Background: an optimization exercise with open tools, aiming at small area and a short achievable clock period. Do not read the settings as production practice.
The RTL was checked by simulation tests, not by an equivalence proof against the original design.
No activity file was given, so power comes from the tool's default toggle rates.

// fir_filter
module fir_filter
(
	input  logic        clk,
	input  logic        arst_n,  
	input  logic [15:0] x,       
	output logic [15:0] y        
);
For scale: ~1600 cells after synthesis, roughly 34 I/O pins, about 24000 um2 of cells after synthesis.
export LEC_CHECK = 0
export CAP_MARGIN = 20
export CORE_MARGIN = 2
export CORE_UTILIZATION = 40
export CTS_CLUSTER_DIAMETER = 110
export CTS_CLUSTER_SIZE = 24
export PLACE_DENSITY = 0.6
export SLEW_MARGIN = 20
export SYNTH_HIERARCHICAL = 1
export SYNTH_MINIMUM_KEEP_SIZE = 0
create_clock -name core_clock -period 12.0 [get_ports {clk}]
standard.sh (not shown) runs the stock make flow with config.mk's settings and CLKGATE_MAP_FILE= SYNTH_SCRIPT=/design/flow/synth_recipe.tcl, a recipe that flattens the netlist after the stock synthesis.
==> flow/flow/run.sh <==
#!/bin/bash
# Layout flow: the standard flow (standard.sh), with faster port buffers.
# The flow's port buffering picks a slow delay-cell buffer for every port; here
# buffer_ports is told to use a plain buffer instead. Everything else is standard.
set -e
cp standard.sh standard_sh_copy.log
export BUFFER_PORTS_ARGS="-buffer_cell sky130_fd_sc_hd__buf_2"
bash standard.sh > standard_run.log 2>&1
Then changed:
--- a/flow/config.mk
+++ b/flow/config.mk
@@ -11,2 +11,2 @@
-export CTS_CLUSTER_DIAMETER = 110
-export CTS_CLUSTER_SIZE = 24
+export CTS_CLUSTER_DIAMETER = 100
+export CTS_CLUSTER_SIZE = 22
The new run passed the timing, DRC and antenna checks.
Maximum frequency is higher by 1.1%.
Combinational power barely changes.
Sequential share of layout area stays flat.
Power barely changes.
Sequential cell count does not change.
Critical path depth does not change.
Via count hardly moves.
Clock skew falls by 0.0044 ns.
Sequential power stays flat.

* * *

== JK ==
fir_filter again, from the RTL that the note above started with.
Settings: LEC_CHECK=0, CAP_MARGIN=20, CORE_MARGIN=2, CORE_UTILIZATION=40, CTS_BUF_LIST=sky130_fd_sc_hd__clkbuf_8 sky130_fd_sc_hd__clkbuf_16, CTS_CLUSTER_DIAMETER=100, CTS_CLUSTER_SIZE=20, PLACE_DENSITY=0.6, SLEW_MARGIN=20, SYNTH_HIERARCHICAL=1, SYNTH_MINIMUM_KEEP_SIZE=0; clock period 12.0 ns.
Scripts as last shown in full above: flow/flow/run.sh
#### Input delta (MS over JK)
- changing CTS_CLUSTER_SIZE from 20 to 22
- removing CTS_BUF_LIST (formerly sky130_fd_sc_hd__clkbuf_8 sky130_fd_sc_hd__clkbuf_16)
- changing PLACE_DENSITY from 0.6 to 0.65
- changing CORE_UTILIZATION from 40 to 45
Run comparison: MS highest signal layer in the routed design met5; JK highest signal layer in the routed design met4
[MS vs JK] leakage power: lower in MS
[MS] global routing met1 resource utilization rose 3.3 points relative to JK
Going from JK to MS, wire length has remained practically unchanged, fraction of final layout cells with drive strength greater than 1 has decreased, maximum frequency has decreased, combinational share of power has increased, actual transition at the worst max-transition pin has increased.
Vias after detailed routing, MS and JK: lower on JK
Delta (MS minus JK): number of synthesized flops with an enable pin flat; share of total power in the clock network saw a decrease; die area moved down.
Input changes introduced in AL (baseline for comparison: MS):
- changing CTS_CLUSTER_SIZE from 22 to 20
- changing CORE_UTILIZATION from 45 to 40
- changing PLACE_DENSITY from 0.65 to 0.6
Findings:
AL | status: complete | timing, DRC, antenna: pass. Relative to MS, the final cell area reported for AL is higher. Worst slack after detailed placement came out higher on AL than on MS. For the maximum frequency, AL came in 5.3 MHz higher than MS did. MS -> AL: power density relative to cell area decreased slightly.
Setup changes, AL to TR
- CTS_CLUSTER_SIZE now 26, was 20
- PLACE_DENSITY now 0.75, was 0.6
- CORE_UTILIZATION now 60, was 40
Results
- TR finished every step from synthesis to the final layout, and the layout passed the timing, DRC and antenna checks.
- AL was larger in final cell area than TR.
- AL and TR ended up with nearly the same worst setup skew after layout.
- Taking AL as the reference point, the via count of the first global-routing pass of TR rises by 75.
- Between AL and TR, the power consumed by the clock network is higher for AL.
- Changes observed in TR relative to AL: relative area change from synthesis to final layout decreased by 1.8 points relative to the old numbers, core utilization increased by 20 points relative to the old numbers, final routed wirelength across all metal layers decreased by 2.3 mm relative to the old numbers, via count increased by 116 relative to the old numbers, maximum fanout count along the critical path increased by 159 relative to the old numbers.

-- what the ideal ports hide --
The flow's constraints put no driver on any port. The routed layouts listed below were extracted and timed again, unchanged, in two steps.
Step 1 (the two cells are an assumption about what drives the block):
set clk [get_ports {clk}]
set_driving_cell -lib_cell sky130_fd_sc_hd__clkbuf_16 $clk
set_driving_cell -lib_cell sky130_fd_sc_hd__buf_2 [delete_from_list [all_inputs] $clk]
Step 2 also shifts input and output timing later by t, the mid clock arrival at the registers, as if the neighbouring blocks saw the same clock.
a / b / c = ideal ports / drivers / drivers and shift; a / b = the first two.
| run | t, ns | setup slack, ns | hold slack, ns | slew at the worst register clock pin (ns) | cell pins on the clock port's net |
|---|---|---|---|---|---|
| the first run of note 1 | 0.603 | 7.976 / 7.976 / 7.560 | 0.486 / 0.486 / 0.486 | 0.11 / 0.11 | 1 |
| the second run of note 1 | 0.593 | 8.019 / 8.019 / 7.566 | 0.489 / 0.489 / 0.489 | 0.10 / 0.10 | 1 |
| JK | 0.603 | 7.998 / 7.998 / 7.563 | 0.487 / 0.487 / 0.487 | 0.09 / 0.09 | 1 |
| MS | 0.595 | 7.909 / 7.909 / 7.475 | 0.488 / 0.488 / 0.488 | 0.10 / 0.10 | 1 |
| AL | 0.603 | 7.996 / 7.996 / 7.566 | 0.487 / 0.487 / 0.487 | 0.09 / 0.09 | 1 |
| TR | 0.581 | 7.837 / 7.838 / 7.258 | 0.489 / 0.489 / 0.489 | 0.11 / 0.11 | 1 |
After both steps every run listed still meets setup and hold. The setup slack of TR, which loses most, moves by +0.001 ns with the drivers and by -0.579 ns with both steps. The worst setup slack also covers recovery checks on asynchronous resets.
